Context: an optimization exercise on an open-source flow, tuned for small area, a short achievable clock period and few clock cycles per item. The choices shown serve that exercise and are no tape-out recipe.
In this exercise RTL edits were held to simulation tests only and were not proved equivalent to the original.

==> job 8232: inputs <==
==> flow/design.v <==
`default_nettype none
package iopc_pkg;
   localparam int FIELD_W = 64;
   localparam int K = 11;
   localparam logic [1:0] RES_ZERO = 2'd0;
   localparam logic [1:0] RES_ONE  = 2'd1;
   localparam logic [1:0] RES_M1   = 2'd2;    
   localparam logic [1:0] RES_OVF  = 2'd3;    
   localparam int QD = 8;
endpackage
`default_nettype wire
`default_nettype none
module iopc_mul #(
   parameter int K = 11
) (
   input  logic [65:0]  s_in,
   input  logic [65:0]  c_in,
   input  logic [31:0]  a,
   input  logic [K-1:0] chunk,
   output logic [65:0]  s_out,
   output logic [65:0]  c_out
);
   logic [65:0] pp [K];
   logic [65:0] s0, c0, s1, c1, s2, c2, s3, c3, s4, c4, s5, c5, s6, c6, s7, c7, s8, c8, s9, c9, s10, c10;
   always_comb begin
      for (int i = 0; i < K; i++) pp[i] = chunk[i] ? (66'(a) << i) : 66'd0;
   end
   iopc_csa u_csa0 (.x({s_in[65-K:0], {K{1'b0}}}), .y({c_in[65-K:0], {K{1'b0}}}), .z(pp[0]), .s(s0), .c(c0));
   iopc_csa u_csa1 (.x(pp[1]), .y(pp[2]), .z(pp[3]), .s(s1), .c(c1));
   iopc_csa u_csa2 (.x(pp[4]), .y(pp[5]), .z(pp[6]), .s(s2), .c(c2));
   iopc_csa u_csa3 (.x(pp[7]), .y(pp[8]), .z(pp[9]), .s(s3), .c(c3));
   iopc_csa u_csa4 (.x(s0), .y(c0), .z(s1), .s(s4), .c(c4));
   iopc_csa u_csa5 (.x(c1), .y(s2), .z(c2), .s(s5), .c(c5));
   iopc_csa u_csa6 (.x(s3), .y(c3), .z(pp[10]), .s(s6), .c(c6));
   iopc_csa u_csa7 (.x(s4), .y(c4), .z(s5), .s(s7), .c(c7));
   iopc_csa u_csa8 (.x(c5), .y(s6), .z(c6), .s(s8), .c(c8));
   iopc_csa u_csa9 (.x(s7), .y(c7), .z(s8), .s(s9), .c(c9));
   iopc_csa u_csa10 (.x(s9), .y(c9), .z(c8), .s(s10), .c(c10));
   assign s_out = s10;
   assign c_out = c10;
endmodule
module iopc_csa (
   input  logic [65:0] x,
   input  logic [65:0] y,
   input  logic [65:0] z,
   output logic [65:0] s,
   output logic [65:0] c
);
   assign s = x ^ y ^ z;
   assign c = {(x[64:0] & y[64:0]) | (x[64:0] & z[64:0]) | (y[64:0] & z[64:0]), 1'b0};
endmodule
`default_nettype wire
`default_nettype none
module iopc_ctrl (
   input  logic [63:0] b,
   input  logic [63:0] e,
   output logic        full,      
   output logic [1:0]  code,      
   output logic        comp,      
   output logic [63:0] r_init,    
   output logic        neg,       
   output logic [5:0]  e_rem,     
   output logic [(32+iopc_pkg::K-1)/iopc_pkg::K-1:0] idx   
);
   logic        bneg, eneg, ezero, ebig, e_one, mag_le1, mag_ge32, pc_ovf, bm1, bz;
   logic [63:0] magp;
   logic [31:0] mag32;
   logic [5:0]  e6;
   localparam int K  = iopc_pkg::K;
   localparam int NB = (32 + K - 1) / K;
   logic [NB-1:0] ge_chunk;    
   assign bneg  = b[63];
   assign mag32 = bneg ? (32'd0 - b[31:0]) : b[31:0];
   assign magp  = b ^ {64{bneg}};           
   assign eneg  = e[63];
   assign ezero = (e == 64'd0);
   assign ebig  = |e[62:6];
   assign e6    = e[5:0];
   assign e_one = !eneg && !ebig && (e6 == 6'd1);
   assign bm1   = &b;
   assign bz    = (b[63:1] == 63'd0) && !b[0];
   assign mag_le1  = (b[63:1] == 63'd0) || bm1;
   assign mag_ge32 = bneg ? (!(&b[63:32]) || (b[31:0] == 32'd0)) : (|b[63:32]);
   always_comb begin
      pc_ovf = 1'b0;
      for (int p = 2; p < 32; p++) begin
         if ((|(magp >> p)) && (e6 >= 6'((64 + p - 1) / p))) pc_ovf = 1'b1;
      end
   end
   always_comb begin
      ge_chunk[0] = 1'b1;
      for (int j = 1; j < NB; j++) begin
         ge_chunk[j] = bneg ? (((b >> (K * j)) != ({64{1'b1}} >> (K * j))) ||
                               ((b << (64 - K * j)) == 64'd0))
                            : (|(b >> (K * j)));
      end
   end
   always_comb begin
      idx = '0;
      for (int j = 0; j < NB; j++) begin
         if (ge_chunk[j] && (j == NB - 1 || !ge_chunk[j + 1])) idx[j] = 1'b1;
      end
   end
   always_comb begin
      full = 1'b0;
      comp = 1'b0;
      if (eneg)                           code = iopc_pkg::RES_ZERO;
      else if (ezero)                     code = iopc_pkg::RES_ONE;
      else if (mag_le1)                   code = bz ? iopc_pkg::RES_ZERO :
                                                 (bm1 && e[0]) ? iopc_pkg::RES_M1 : iopc_pkg::RES_ONE;
      else if (e_one)                     begin code = iopc_pkg::RES_ZERO; full = 1'b1; end
      else if (ebig || mag_ge32 || pc_ovf) code = iopc_pkg::RES_OVF;
      else                                begin code = iopc_pkg::RES_ZERO; full = 1'b1; comp = 1'b1; end
   end
   assign r_init = e_one ? b : {32'd0, mag32};
   assign neg    = bneg && e[0];
   always_comb begin
      e_rem = 6'b100000;
      for (int i = 1; i < 6; i++) begin
         if (e6[i] && (e6 >> (i + 1)) == 6'd0) e_rem = 6'((e6 << (6 - i)) | (6'd1 << (5 - i)));
      end
   end
endmodule
`default_nettype wire
`default_nettype none
module int64_power_overflow_checked (
   input  logic        clock,
   input  logic        reset,
   input  logic        req_valid,
   output logic        req_stall,
   input  logic [63:0] req_base,
   input  logic [63:0] req_exponent,
   output logic        rsp_valid,
   input  logic        rsp_stall,
   output logic [63:0] rsp_power,
   output logic        rsp_overflow
);
   localparam int K  = iopc_pkg::K;
   localparam int QD = iopc_pkg::QD;
   localparam int QW = $clog2(QD);
   localparam int NC = (64 + K - 1) / K;    
   localparam int NB = (32 + K - 1) / K;    
   logic        in_full, in_comp, in_neg;
   logic [1:0]  in_code;
   logic [63:0] in_r;
   logic [5:0]  in_erem;
   logic [NB-1:0] in_idx;
   iopc_ctrl u_cls (
      .b      (req_base),
      .e      (req_exponent),
      .full   (in_full),
      .code   (in_code),
      .comp   (in_comp),
      .r_init (in_r),
      .neg    (in_neg),
      .e_rem  (in_erem),
      .idx    (in_idx)
   );
   logic [2:0]  q_mem [QD];   
   logic [QW:0] q_cnt;
   logic [2:0]  q_head;
   logic        i_valid;
   logic        i_comp;
   logic [63:0] i_r;
   logic        i_neg;
   logic [5:0]  i_erem;
   logic [NB-1:0] i_idx;
   logic        c_busy;
   logic        c_comp;      
   logic [63:0] r_ff;        
   logic [31:0] m_ff;        
   logic        neg_ff;
   logic [5:0]  erem_ff;
   logic        mul_ff;      
   logic        last_ff;     
   logic [NC-1:0] idx_ff;    
   logic        res_ff;      
   logic        first_ff;    
   logic        ovf_pend;    
   logic [65:0] s_ff, cv_ff;
   logic        rp;          
   logic        rp_ovf, rp_chk;
   logic        neg_sel;     
   logic        o_valid;
   logic [63:0] o_val;
   logic        o_ovf;
   logic        q_push, q_pop, o_take, o_free, r_done, step_en, accept, in_take;
   logic        c_fin, c_take, fin_norm, fin_ovf;
   logic [31:0] mul_a;
   logic [K-1:0] chunk;
   logic [65:0] s_new, cv_new, s_acc, cv_acc, add_x, add_y, sum;
   logic        big, ovf_pre, last_nx;
   logic [62:0] r_sfx;       
   logic [NC-1:0] sum_top;
   logic [NC*K-1:0] r_pad, sum_pad;
   assign req_stall = i_valid || (q_cnt == (QW + 1)'(QD));
   assign accept    = req_valid && !req_stall;
   assign q_push    = accept;
   assign q_head    = q_mem[0];
   assign rsp_valid = (q_cnt != '0) && (!q_head[2] || o_valid);
   assign q_pop     = rsp_valid && !rsp_stall;
   assign o_take    = q_pop && q_head[2];
   always_comb begin
      if (q_head[2]) begin
         rsp_power    = o_ovf ? 64'd0 : o_val;
         rsp_overflow = o_ovf;
      end else begin
         rsp_power    = {{63{q_head[1:0] == iopc_pkg::RES_M1}},
                         (q_head[1:0] == iopc_pkg::RES_ONE) || (q_head[1:0] == iopc_pkg::RES_M1)};
         rsp_overflow = (q_head[1:0] == iopc_pkg::RES_OVF);
      end
   end
   assign o_free  = !o_valid || o_take;
   assign r_done  = rp && o_free;
   assign step_en = !rp || o_free;
   assign in_take = accept && in_full;
   assign mul_a = mul_ff ? m_ff : r_ff[31:0];
   assign r_pad = (NC * K)'(r_ff);
   always_comb begin
      chunk = '0;
      for (int j = 0; j < NC; j++) chunk |= r_pad[K * j +: K] & {K{idx_ff[j]}};
   end
   assign s_acc  = first_ff ? 66'd0 : s_ff;
   assign cv_acc = first_ff ? 66'd0 : cv_ff;
   iopc_mul #(.K(K)) u_mul (
      .s_in  (s_acc),
      .c_in  (cv_acc),
      .a     (mul_a),
      .chunk (chunk),
      .s_out (s_new),
      .c_out (cv_new)
   );
   assign add_x = s_ff ^ {66{neg_sel}};
   assign add_y = cv_ff ^ {66{neg_sel}};
   assign sum   = add_x + add_y + {64'd0, neg_sel, 1'b0};
   assign big   = neg_sel ? !(&sum[65:63]) : (|sum[65:63]);
   assign sum_pad = (NC * K)'(sum[63:0]);
   always_comb begin
      sum_top = NC'(1);
      for (int j = 1; j < NC; j++) begin
         if (|sum_pad[K * j +: K]) sum_top = NC'(1) << j;
      end
   end
   always_comb begin
      r_sfx[62] = r_ff[63];
      for (int t = 61; t >= 0; t--) r_sfx[t] = r_sfx[t + 1] | r_ff[t + 1];
   end
   always_comb begin
      ovf_pre = 1'b0;
      if (mul_ff) begin
         for (int j = 1; j < 32; j++) begin
            if (m_ff[j] && r_sfx[63 - j]) ovf_pre = 1'b1;
         end
      end else begin
         ovf_pre = |r_ff[63:32];
      end
   end
   assign last_nx = (!mul_ff && erem_ff[5]) ? (erem_ff[4:0] == 5'b10000)
                                            : (erem_ff[3:0] == 4'b1000) && !erem_ff[4];
   assign fin_norm = c_comp && !ovf_pend && !res_ff && !ovf_pre && idx_ff[0] && last_ff;
   assign fin_ovf  = c_comp && (ovf_pend || (!res_ff && ovf_pre));
   assign c_fin    = c_busy && step_en && (!c_comp || fin_ovf || fin_norm);
   assign c_take   = !c_busy || c_fin;
   always_ff @(posedge clock) begin
      if (reset) begin
         q_cnt <= '0;
      end else begin
         q_cnt <= q_cnt + (QW + 1)'(q_push) - (QW + 1)'(q_pop);
      end
      for (int j = 0; j < QD; j++) begin
         if (q_push && (q_pop ? (QW + 1)'(j + 1) == q_cnt : (QW + 1)'(j) == q_cnt)) begin
            q_mem[j] <= {in_full, in_code};
         end else if (q_pop) begin
            q_mem[j] <= (j + 1 < QD) ? q_mem[(j + 1) % QD] : 3'd0;
         end
      end
      if (reset) begin
         i_valid <= 1'b0;
      end else if (accept && !c_take) begin
         i_valid <= in_full;
      end else if (c_take) begin
         i_valid <= 1'b0;
      end
      if (accept && !c_take) begin
         i_comp <= in_comp;
         i_r    <= in_r;
         i_neg  <= in_neg;
         i_erem <= in_erem;
         i_idx  <= in_idx;
      end
      if (reset) begin
         c_busy <= 1'b0;
      end else if (c_take) begin
         c_busy <= i_valid || in_take;
      end
      if (c_take) begin
         c_comp   <= i_valid ? i_comp : in_comp;
         r_ff     <= i_valid ? i_r : in_r;
         m_ff     <= i_valid ? i_r[31:0] : in_r[31:0];
         neg_ff   <= i_valid ? i_neg : in_neg;
         erem_ff  <= i_valid ? i_erem : in_erem;
         last_ff  <= (i_valid ? i_erem : in_erem) == 6'b010000;
         idx_ff   <= NC'(i_valid ? i_idx : in_idx);
         mul_ff   <= 1'b0;
         res_ff   <= 1'b0;
         first_ff <= 1'b1;
         ovf_pend <= 1'b0;
      end else if (c_busy && step_en) begin
         if (res_ff) begin
            r_ff     <= sum[63:0];
            ovf_pend <= big;
            idx_ff   <= sum_top;
            res_ff   <= 1'b0;
            first_ff <= 1'b1;
            last_ff  <= last_nx;
            if (!mul_ff && erem_ff[5]) begin
               mul_ff <= 1'b1;
            end else begin
               mul_ff  <= 1'b0;
               erem_ff <= erem_ff << 1;
            end
         end else begin
            first_ff <= 1'b0;
            if (idx_ff[0]) begin
               res_ff <= 1'b1;
            end else begin
               idx_ff <= idx_ff >> 1;
            end
         end
      end
      if (c_busy && step_en && !res_ff) begin
         if (!c_comp) begin
            s_ff  <= {{2{r_ff[63]}}, r_ff};
            cv_ff <= '0;
         end else begin
            s_ff  <= s_new;
            cv_ff <= cv_new;
         end
      end
      if (reset) begin
         rp      <= 1'b0;
         neg_sel <= 1'b0;
      end else if (c_fin) begin
         rp      <= 1'b1;
         neg_sel <= fin_norm && neg_ff;
      end else if (r_done) begin
         rp      <= 1'b0;
         neg_sel <= 1'b0;
      end
      if (c_fin) begin
         rp_ovf <= fin_ovf;
         rp_chk <= fin_norm;
      end
      if (reset) begin
         o_valid <= 1'b0;
      end else if (r_done) begin
         o_valid <= 1'b1;
      end else if (o_take) begin
         o_valid <= 1'b0;
      end
      if (r_done) begin
         o_val <= sum[63:0];
         o_ovf <= rp_ovf || (rp_chk && big);
      end
   end
endmodule
`default_nettype wire
==> flow/run.sh <==
#!/bin/bash
# synth_recipe.tcl (not shown) runs the flow's synth.tcl, then flattens the netlist and writes it again
# the make line also repeats each setting of config.mk as NAME=value (left out here)
make -C /OpenROAD-flow-scripts/flow DESIGN_CONFIG=/design/flow/config.mk WORK_HOME=/design/flow/orfs CLKGATE_MAP_FILE= SYNTH_SCRIPT=/design/flow/synth_recipe.tcl finish
==> flow/config.mk <==
export PLATFORM = sky130hd
export DESIGN_NAME = int64_power_overflow_checked
export DESIGN_NICKNAME = int64_power_overflow_checked
export VERILOG_FILES = /design/flow/design.v
export SDC_FILE = /design/flow/constraint.sdc
export NUM_CORES = 4
export LEC_CHECK = 0
export CAP_MARGIN = 20
export CORE_MARGIN = 2
export CORE_UTILIZATION = 40
export SETUP_SLACK_MARGIN = 5
export SLEW_MARGIN = 20
==> flow/constraint.sdc <==
create_clock -name core_clock -period 10.0 [get_ports {clock}]
set_input_delay 2.0000 -clock core_clock [delete_from_list [all_inputs] [get_ports {clock}]]
set_output_delay 2.0000 -clock core_clock [all_outputs]
set_load 0.01 [all_outputs]
==> job 1813 (differences from job 8232) <==
--- a/flow/design.v
+++ b/flow/design.v
@@ -2,5 +2,5 @@
 package iopc_pkg;
    localparam int FIELD_W = 64;
-   localparam int K = 11;
+   localparam int K = 8;
    localparam logic [1:0] RES_ZERO = 2'd0;
    localparam logic [1:0] RES_ONE  = 2'd1;
@@ -12,5 +12,5 @@
 `default_nettype none
 module iopc_mul #(
-   parameter int K = 11
+   parameter int K = 8    
 ) (
    input  logic [65:0]  s_in,
@@ -21,22 +21,18 @@
    output logic [65:0]  c_out
 );
-   logic [65:0] pp [K];
-   logic [65:0] s0, c0, s1, c1, s2, c2, s3, c3, s4, c4, s5, c5, s6, c6, s7, c7, s8, c8, s9, c9, s10, c10;
+   logic [65:0] pp [8];
+   logic [65:0] a1, b1, a2, b2, a3, b3, a4, b4, a5, b5, a6, b6, a7, b7;
    always_comb begin
-      for (int i = 0; i < K; i++) pp[i] = chunk[i] ? (66'(a) << i) : 66'd0;
+      for (int i = 0; i < 8; i++) pp[i] = chunk[i] ? (66'(a) << i) : 66'd0;
    end
-   iopc_csa u_csa0 (.x({s_in[65-K:0], {K{1'b0}}}), .y({c_in[65-K:0], {K{1'b0}}}), .z(pp[0]), .s(s0), .c(c0));
-   iopc_csa u_csa1 (.x(pp[1]), .y(pp[2]), .z(pp[3]), .s(s1), .c(c1));
-   iopc_csa u_csa2 (.x(pp[4]), .y(pp[5]), .z(pp[6]), .s(s2), .c(c2));
-   iopc_csa u_csa3 (.x(pp[7]), .y(pp[8]), .z(pp[9]), .s(s3), .c(c3));
-   iopc_csa u_csa4 (.x(s0), .y(c0), .z(s1), .s(s4), .c(c4));
-   iopc_csa u_csa5 (.x(c1), .y(s2), .z(c2), .s(s5), .c(c5));
-   iopc_csa u_csa6 (.x(s3), .y(c3), .z(pp[10]), .s(s6), .c(c6));
-   iopc_csa u_csa7 (.x(s4), .y(c4), .z(s5), .s(s7), .c(c7));
-   iopc_csa u_csa8 (.x(c5), .y(s6), .z(c6), .s(s8), .c(c8));
-   iopc_csa u_csa9 (.x(s7), .y(c7), .z(s8), .s(s9), .c(c9));
-   iopc_csa u_csa10 (.x(s9), .y(c9), .z(c8), .s(s10), .c(c10));
-   assign s_out = s10;
-   assign c_out = c10;
+   iopc_csa u_l1a (.x({s_in[65-K:0], {K{1'b0}}}), .y({c_in[65-K:0], {K{1'b0}}}), .z(pp[0]),
+                   .s(a1), .c(b1));
+   iopc_csa u_l1b (.x(pp[1]), .y(pp[2]), .z(pp[3]), .s(a2), .c(b2));
+   iopc_csa u_l1c (.x(pp[4]), .y(pp[5]), .z(pp[6]), .s(a3), .c(b3));
+   iopc_csa u_l2a (.x(a1), .y(b1), .z(a2), .s(a4), .c(b4));
+   iopc_csa u_l2b (.x(b2), .y(a3), .z(b3), .s(a5), .c(b5));
+   iopc_csa u_l3  (.x(a4), .y(b4), .z(a5), .s(a6), .c(b6));
+   iopc_csa u_l4  (.x(a6), .y(b6), .z(b5), .s(a7), .c(b7));
+   iopc_csa u_l5  (.x(a7), .y(b7), .z(pp[7]), .s(s_out), .c(c_out));
 endmodule
 module iopc_csa (
@@ -61,5 +57,5 @@
    output logic        neg,       
    output logic [5:0]  e_rem,     
-   output logic [(32+iopc_pkg::K-1)/iopc_pkg::K-1:0] idx   
+   output logic [3:0]  idx        
 );
    logic        bneg, eneg, ezero, ebig, e_one, mag_le1, mag_ge32, pc_ovf, bm1, bz;
@@ -67,7 +63,5 @@
    logic [31:0] mag32;
    logic [5:0]  e6;
-   localparam int K  = iopc_pkg::K;
-   localparam int NB = (32 + K - 1) / K;
-   logic [NB-1:0] ge_chunk;    
+   logic [3:1]  ge_chunk;
    assign bneg  = b[63];
    assign mag32 = bneg ? (32'd0 - b[31:0]) : b[31:0];
@@ -89,17 +83,11 @@
    end
    always_comb begin
-      ge_chunk[0] = 1'b1;
-      for (int j = 1; j < NB; j++) begin
-         ge_chunk[j] = bneg ? (((b >> (K * j)) != ({64{1'b1}} >> (K * j))) ||
-                               ((b << (64 - K * j)) == 64'd0))
-                            : (|(b >> (K * j)));
-      end
-   end
-   always_comb begin
-      idx = '0;
-      for (int j = 0; j < NB; j++) begin
-         if (ge_chunk[j] && (j == NB - 1 || !ge_chunk[j + 1])) idx[j] = 1'b1;
+      for (int j = 1; j < 4; j++) begin
+         ge_chunk[j] = bneg ? (((b >> (8 * j)) != ({64{1'b1}} >> (8 * j))) ||
+                               ((b << (64 - 8 * j)) == 64'd0))
+                            : (|(b >> (8 * j)));
       end
    end
+   assign idx = ge_chunk[3] ? 4'b1000 : ge_chunk[2] ? 4'b0100 : ge_chunk[1] ? 4'b0010 : 4'b0001;
    always_comb begin
       full = 1'b0;
@@ -139,11 +127,9 @@
    localparam int QD = iopc_pkg::QD;
    localparam int QW = $clog2(QD);
-   localparam int NC = (64 + K - 1) / K;    
-   localparam int NB = (32 + K - 1) / K;    
    logic        in_full, in_comp, in_neg;
    logic [1:0]  in_code;
    logic [63:0] in_r;
    logic [5:0]  in_erem;
-   logic [NB-1:0] in_idx;
+   logic [3:0]  in_idx;
    iopc_ctrl u_cls (
       .b      (req_base),
@@ -158,4 +144,5 @@
    );
    logic [2:0]  q_mem [QD];   
+   logic [QW-1:0] q_wr, q_rd;
    logic [QW:0] q_cnt;
    logic [2:0]  q_head;
@@ -165,5 +152,5 @@
    logic        i_neg;
    logic [5:0]  i_erem;
-   logic [NB-1:0] i_idx;
+   logic [3:0]  i_idx;
    logic        c_busy;
    logic        c_comp;      
@@ -174,5 +161,5 @@
    logic        mul_ff;      
    logic        last_ff;     
-   logic [NC-1:0] idx_ff;    
+   logic [7:0]  idx_ff;      
    logic        res_ff;      
    logic        first_ff;    
@@ -192,10 +179,9 @@
    logic        big, ovf_pre, last_nx;
    logic [62:0] r_sfx;       
-   logic [NC-1:0] sum_top;
-   logic [NC*K-1:0] r_pad, sum_pad;
+   logic [7:0]  sum_top;
    assign req_stall = i_valid || (q_cnt == (QW + 1)'(QD));
    assign accept    = req_valid && !req_stall;
    assign q_push    = accept;
-   assign q_head    = q_mem[0];
+   assign q_head    = q_mem[q_rd];
    assign rsp_valid = (q_cnt != '0) && (!q_head[2] || o_valid);
    assign q_pop     = rsp_valid && !rsp_stall;
@@ -216,8 +202,7 @@
    assign in_take = accept && in_full;
    assign mul_a = mul_ff ? m_ff : r_ff[31:0];
-   assign r_pad = (NC * K)'(r_ff);
    always_comb begin
       chunk = '0;
-      for (int j = 0; j < NC; j++) chunk |= r_pad[K * j +: K] & {K{idx_ff[j]}};
+      for (int j = 0; j < 8; j++) chunk |= r_ff[K * j +: K] & {K{idx_ff[j]}};
    end
    assign s_acc  = first_ff ? 66'd0 : s_ff;
@@ -235,9 +220,8 @@
    assign sum   = add_x + add_y + {64'd0, neg_sel, 1'b0};
    assign big   = neg_sel ? !(&sum[65:63]) : (|sum[65:63]);
-   assign sum_pad = (NC * K)'(sum[63:0]);
    always_comb begin
-      sum_top = NC'(1);
-      for (int j = 1; j < NC; j++) begin
-         if (|sum_pad[K * j +: K]) sum_top = NC'(1) << j;
+      sum_top = 8'd1;
+      for (int j = 1; j < 8; j++) begin
+         if (|sum[K * j +: K]) sum_top = 8'd1 << j;
       end
    end
@@ -264,15 +248,13 @@
    always_ff @(posedge clock) begin
       if (reset) begin
+         q_wr  <= '0;
+         q_rd  <= '0;
          q_cnt <= '0;
       end else begin
+         if (q_push) q_wr <= q_wr + 1'b1;
+         if (q_pop)  q_rd <= q_rd + 1'b1;
          q_cnt <= q_cnt + (QW + 1)'(q_push) - (QW + 1)'(q_pop);
       end
-      for (int j = 0; j < QD; j++) begin
-         if (q_push && (q_pop ? (QW + 1)'(j + 1) == q_cnt : (QW + 1)'(j) == q_cnt)) begin
-            q_mem[j] <= {in_full, in_code};
-         end else if (q_pop) begin
-            q_mem[j] <= (j + 1 < QD) ? q_mem[(j + 1) % QD] : 3'd0;
-         end
-      end
+      if (q_push) q_mem[q_wr] <= {in_full, in_code};
       if (reset) begin
          i_valid <= 1'b0;
@@ -301,5 +283,5 @@
          erem_ff  <= i_valid ? i_erem : in_erem;
          last_ff  <= (i_valid ? i_erem : in_erem) == 6'b010000;
-         idx_ff   <= NC'(i_valid ? i_idx : in_idx);
+         idx_ff   <= {4'd0, i_valid ? i_idx : in_idx};
          mul_ff   <= 1'b0;
          res_ff   <= 1'b0;
==> flow_summary.toml <==
[power]
powerDensity_nw_per_um2 = 149

[floorplanning]
design.die.area_um2 = 94700
fp.dieW_um = 308
core_area_um2 = 91500

[critical_path]
slowest_delay_ps = 520
worst_r2r_path_depth = 10
rr_endpoint = "s_ff[30]$_DFFE_PP_"

[finish]
sh_seq_area_pct = 29.4
multi_input_cells = 2758

[grt]
grt_pass1_wl_mm = 185

[placement]
pre_cts_slack_ps = 3730

[synth]
synth_area_leaders = "edfxtp_1 (33%), fa_1 (13%), ha_1 (10%)"
yosys.area_share.adder_pct = 23.1
synth-xor-area-share_pct = 5.35

[route]
drt-initial-drc-count = 2947

[hold_path]
hold_path_end = "o_valid$_SDFFE_PP0P_"

[run_status]
status = "finished clean"

[clock_tree]
cts_made_buffers = 49
[end of results for job 1813]
==> flow_summary.toml <==
[critical_path]
rr_endpoint = "s_ff[23]$_DFFE_PP_"
slowest_delay_ps = 590
crit_end = "s_ff[23]$_DFFE_PP_"

[floorplanning]
fp.dieW_um = 316
core_area_um2 = 96700
design.die.area_um2 = 100000

[finish]
multi_input_cells = 2866
sh_seq_area_pct = 27.2

[synth]
synth-xor-area-share_pct = 4.91
synth_area_leaders = "edfxtp_1 (31%), fa_1 (17%), ha_1 (9.9%)"
yosys.area_share.adder_pct = 26.7
ys_seq_elements = 417

[grt]
grt_pass1_wl_mm = 192

[clock_tree]
cts_made_buffers = 48

[placement]
pre_cts_slack_ps = 3910
place.gp.congestion = 0.936

[run_status]
status = "finished clean"

[hold_path]
hold_path_end = "mul_ff$_SDFFE_PN0P_"

[power]
powerDensity_nw_per_um2 = 158

[route]
drt-initial-drc-count = 2654
[end of results for job 8232]
Testbench counts of job 8232, summed over its fixed seeds: cycles 13,192, items 8,000.
Testbench counts of job 1813, summed over its fixed seeds: cycles 14,767, items 8,000.

## afterwards: timing with drivers on the ports
No port has a modelled driver above. Below, the same layouts with a new extraction and two added sets of constraints. Step 1 (the two cells are an assumption about what drives the block):
set clk [get_ports {clock}]
set_driving_cell -lib_cell sky130_fd_sc_hd__clkbuf_16 $clk
set_driving_cell -lib_cell sky130_fd_sc_hd__buf_2 [delete_from_list [all_inputs] $clk]
Step 2 moves the port delays by t, midway between the first and last clock arrival at a register: inputs arrive t later, outputs are due t later. That takes back most of the time a late clock gives input paths. Three values: no drivers, after step 1, after step 2; two values: the first two.
| run | shift t [ns] | setup WS [ns] | slew at the worst register clock pin (ns) | pins driven straight from the clock port |
|---|---|---|---|---|
| job 8232 | 0.680 | 5.062 / 5.062 / 4.451 | 0.07 / 0.07 | 1 |
| job 1813 | 0.673 | 4.978 / 4.911 / 4.502 | 0.07 / 0.07 | 1 |
After both steps setup and hold are still met in every run listed. For job 8232, which loses most, drivers alone change the setup slack by 0.000 ns; drivers and shift together by -0.611 ns.
